What follows belongs to an exercise in optimizing a design on an open flow for small area, a short achievable clock period and few clock cycles; a production flow would make more cautious choices. The RTL was checked by simulation tests, not by an equivalence proof against the original design.

==> flow/design.v (excerpt) <==
module md_ctrl (
   input  logic        clk,
   input  logic        rst_n,
   input  logic        md_start,
   input  logic [1:0]  md_op,
   input  logic [31:0] md_a,
   input  logic [31:0] md_b,
   input  logic        md_flush,
   input  logic        md_rd_hi,
   input  logic        md_rd_lo,
   input  logic        md_wr_hi,
   input  logic        md_wr_lo,
   output logic        md_stall,
   output logic        md_busy,
   output logic        md_done,
   output logic [31:0] hi,
   output logic [31:0] lo
);
Size: ~3100 cells after synthesis, about 21000 sq um of cells after synthesis.
Settings: LEC_CHECK=0, ABC_AREA=1, CAP_MARGIN=5, CORE_MARGIN=2, CORE_UTILIZATION=40, CTS_BUF_LIST=sky130_fd_sc_hd__clkbuf_8, SETUP_SLACK_MARGIN=5, SLEW_MARGIN=5; clock period 12.0 ns.
standard.sh (not shown) runs the stock make flow with config.mk's settings and CLKGATE_MAP_FILE= SYNTH_SCRIPT=/design/flow/synth_recipe.tcl, a recipe that flattens the netlist after the stock synthesis.
==> flow/flow/run.sh <==
#!/bin/bash
set -euo pipefail
bash standard.sh SETUP_SLACK_MARGIN=6.2 "BUFFER_PORTS_ARGS=-buffer_cell sky130_fd_sc_hd__buf_1" finish > make_finish.log 2>&1
The first run ran to the end with no violations.
Testbench counts at the start, summed over its fixed seeds: cycles 28,931.
Change:
==> flow/flow/run.sh (replaced) <==
#!/bin/bash
set -euo pipefail
bash standard.sh SETUP_SLACK_MARGIN=6.0 "BUFFER_PORTS_ARGS=-buffer_cell sky130_fd_sc_hd__buf_1" finish > make_finish.log 2>&1
--- a/flow/config.mk
+++ b/flow/config.mk
@@ -7,8 +7,7 @@
 export LEC_CHECK = 0
 export ABC_AREA = 1
-export CAP_MARGIN = 5
+export CAP_MARGIN = 20
 export CORE_MARGIN = 2
 export CORE_UTILIZATION = 40
-export CTS_BUF_LIST = sky130_fd_sc_hd__clkbuf_8
 export SETUP_SLACK_MARGIN = 5
-export SLEW_MARGIN = 5
+export SLEW_MARGIN = 20
Result:
- sequential share of layout area increases by 0.13 points
- wire length decreases by 0.99%
- synthesized cell count stays the same
- core utilization decreases by 0.33 points
- synthesized area stays the same
- setup slack degrades by 0.14 ns
- via count decreases by 0.33%
- design area decreases by 0.74%

## north
Another version of the RTL of md_ctrl (not shown whole).
For scale: ~140 flip-flops, ~21000 um2 of cells after synthesis.
==> flow/design.v (excerpt) <==
module md_ctrl (
   input  logic        clk,
   input  logic        rst_n,
   input  logic        md_start,
   input  logic [1:0]  md_op,
   input  logic [31:0] md_a,
   input  logic [31:0] md_b,
   input  logic        md_flush,
   input  logic        md_rd_hi,
   input  logic        md_rd_lo,
   input  logic        md_wr_hi,
   input  logic        md_wr_lo,
   output logic        md_stall,
   output logic        md_busy,
   output logic        md_done,
   output logic [31:0] hi,
   output logic [31:0] lo
);
   logic        busy_q, done_q;
   logic        st_mul_q, st_nega_q, st_prep_q, st_div_q, st_corr_q, st_fixq_q, st_fixr_q;
   logic [4:0]  cnt;
   logic        sgn_q, sa_q, sb_q, hx_q;
   logic [3:0]  one_q, two_q, neg_q;
   logic        top1_q;
   logic [31:0] hi_q, lo_q, b_q;
   logic        accept, signed_op;
   assign accept    = !busy_q && md_start && !md_flush;
   assign signed_op = !md_op[0];
   function automatic logic [11:0] booth8(input logic [7:0] y8, input logic ym1);
      logic [8:0] y;
      y = {y8, ym1};
      for (int i = 0; i < 4; i++) begin
         booth8[i]     = y[2*i] ^ y[2*i+1];
         booth8[4 + i] = (y[2*i+2] & ~y[2*i+1] & ~y[2*i]) | (~y[2*i+2] & y[2*i+1] & y[2*i]);
         booth8[8 + i] = y[2*i+2] & ~(y[2*i+1] & y[2*i]);
      end
   endfunction
   function automatic logic [5:0] lzc32(input logic [31:0] x);
      lzc32 = 6'd32;
      for (int i = 0; i < 32; i++) if (x[i]) lzc32 = 31 - i;
   endfunction
   logic [33:0] dp_x;
   logic        dp_cin;
   logic [41:0] dp_sum;
   logic        last;
   assign last   = (cnt == 5'd0);
   assign dp_cin = st_nega_q | st_fixq_q | st_fixr_q;
   always_comb begin
      if (st_mul_q | st_corr_q)        dp_x = {hx_q, hx_q, hi_q};
      else if (st_div_q)               dp_x = {hx_q, hi_q, lo_q[31]};
      else if (st_nega_q | st_fixq_q)  dp_x = {2'b11, ~lo_q};
      else                             dp_x = {~hx_q, ~hx_q, ~hi_q};
   end
   md_div_step u_step (
      .x_i    (dp_x),
      .b_i    (b_q),
      .sgn_i  (sgn_q),
      .one_i  (one_q),
      .two_i  (two_q),
      .neg_i  (neg_q),
      .top1_i (top1_q),
      .cin_i  (dp_cin),
      .sum_o  (dp_sum)
   );
   logic q;
   assign q = !dp_sum[41];
   logic [5:0]  lza, lzb, lza_q, lzb_q;
   logic [6:0]  sdiff;
   logic [5:0]  s;                   
   logic [5:0]  t;
  ...
clock: 12.0 ns
lec_check: 0
abc_area: 1
cap_margin: 20
core_margin: 2
core_utilization: 40
setup_slack_margin: 5
slew_margin: 20
==> flow/flow/run.sh <==
#!/bin/bash
set -euo pipefail
bash standard.sh SETUP_SLACK_MARGIN=5.8 finish > make_finish.log 2>&1
Testbench counts of north, summed over its fixed seeds: cycles 28,931.
diff inputs: north => south
==> flow/flow/run.sh <==
#!/bin/bash
set -euo pipefail
bash standard.sh SETUP_SLACK_MARGIN=6.2 "BUFFER_PORTS_ARGS=-buffer_cell sky130_fd_sc_hd__buf_1" finish > make_finish.log 2>&1
Results
- Compared south against north; worst hold-check slack within noise.
- Compared to north, south shows a wider setup margin.
- The total routing resource utilization after global routing of south falls short of that of north by 1.1 points.
Relative to south, the following input files were edited for east:
Settings: ABC_CLOCK_PERIOD_IN_PS: unset -> 5500; ABC_AREA: 1 -> unset.
==> flow/run.sh (new file) <==
#!/bin/bash
# synth_recipe.tcl (not shown) runs the flow's synth.tcl, then flattens the netlist and writes it again
# the make line also repeats each setting of config.mk as NAME=value (left out here)
make -C /OpenROAD-flow-scripts/flow DESIGN_CONFIG=/design/flow/config.mk WORK_HOME=/design/flow/orfs CLKGATE_MAP_FILE= SYNTH_SCRIPT=/design/flow/synth_recipe.tcl finish
removed: flow/flow/run.sh
removed: flow/standard.sh
[summary]
Each of the runs, namely east and south, reached the end of the flow and came out clean. Critical-path maximum fanout, east and south, higher one = east. What south reported for number of cells in the finished layout apart from fillers has to be multiplied by 0.859 to get the figure for east. Compared with south, east ends up with less cell area. Largest net degree at the start of global routing (east vs. south) increases by a few percent. Area after synthesis of south is on par with east. Higher share of final-layout standard cells stronger than drive strength 1 was reported by south, not east. Taking south as the reference, in east fraction of met3 tracks used by global routing picked up an extra 1.8 points, minimum setup slack in the final design lost 1.03 ns, highest clock rate lost about 15%, wire length lost 6.3%. Compared east against south; die area within noise.
Relative to east, the following input files were edited for west:
Settings: ABC_CLOCK_PERIOD_IN_PS removed (was 5500); CORE_UTILIZATION changed from 40 to 60; ABC_AREA newly set to 1.
[summary]
Max freq east -> west: degraded. west: ratio of cells with drive above 1 in the final layout 2.0 points below east. west against east: placed standard-cell area went down; global-route wire length before repair went down; proportion of cell area occupied by multi-input gates went down; design area went down. Clock buffer count in the final layout delta for west relative to east: 3 lower. When west is measured against east, its layout overhead on the synthesized area turns out 1.8 points lower. Adder-cell share of the synthesized area essentially unchanged between east and west. east has a higher fraction of the mapped netlist area in compound gates than west. Of west and east, the run reporting the higher portion of the clock cycle consumed by the worst path in the final layout was west.
diff inputs: west => middle
Settings: changing CORE_UTILIZATION from 60 to 40.
==> flow/flow/run.sh (new file) <==
#!/bin/bash
set -euo pipefail
bash standard.sh SETUP_SLACK_MARGIN=6.4 finish > make_finish.log 2>&1
==> flow/standard.sh (new file) <==
#!/bin/bash
# synth_recipe.tcl (not shown) runs the flow's synth.tcl, then flattens the netlist and writes it again
# the make line also repeats each setting of config.mk as NAME=value (left out here)
make -C /OpenROAD-flow-scripts/flow DESIGN_CONFIG=/design/flow/config.mk WORK_HOME=/design/flow/orfs CLKGATE_MAP_FILE= SYNTH_SCRIPT=/design/flow/synth_recipe.tcl "${@:-finish}"
removed: flow/run.sh
[summary]
middle has completed all stages; timing, DRC and antenna checks passed. Re proportion of cell area occupied by multi-input gates: middle is 1.7 points down on west. met3 layer wire length in the routed design, middle and west, higher one = west. Diff west..middle | area share of xor/xnor cells in the synthesized design | unchanged. Compared to west, middle was floorplanned on a bigger die. west → middle: final standard cell area without fillers rose by 9.9%; shortest clock period the worst path allows after layout fell by 1.21 ns; number of inserted diodes fell by 2.

-- port drivers added, routing unchanged --
In the flow no input, the clock included, has a driving cell. The finished layouts below were timed again as built, in two steps. Step 1 assumes that a clkbuf_16 drives the clock port and a buf_2 every other input. Step 2 adds t to the input delays and takes it off the output delays; t is the mean of the earliest and latest rising clock arrival at the registers after step 1. Input paths then give back, and output paths get back, about the clock's delay inside the block. a / b / c = ideal / step 1 / step 2; a / b = the first two.
| run | t, ns | setup WS [ns] | slew at the worst register clock pin (ns) | pins driven straight from the clock port |
|---|---|---|---|---|
| the first run of note 1 | 0.621 | 6.359 / 6.359 / 5.984 | 0.10 / 0.10 | 1 |
| the second run of note 1 | 0.550 | 6.221 / 6.221 / 5.952 | 0.08 / 0.08 | 1 |
| north | 0.532 | 6.087 / 6.087 / 5.642 | 0.08 / 0.08 | 1 |
| south | 0.528 | 6.340 / 6.340 / 6.050 | 0.07 / 0.07 | 1 |
| east | 0.550 | 5.307 / 5.307 / 5.307 | 0.08 / 0.08 | 1 |
| west | 0.497 | 5.193 / 5.193 / 5.193 | 0.07 / 0.07 | 1 |
| middle | 0.544 | 6.402 / 6.402 / 6.066 | 0.08 / 0.08 | 1 |
After both steps every run listed still meets setup and hold. The setup slack of north, which loses most, moves by 0.000 ns with the drivers and by -0.445 ns with both steps.
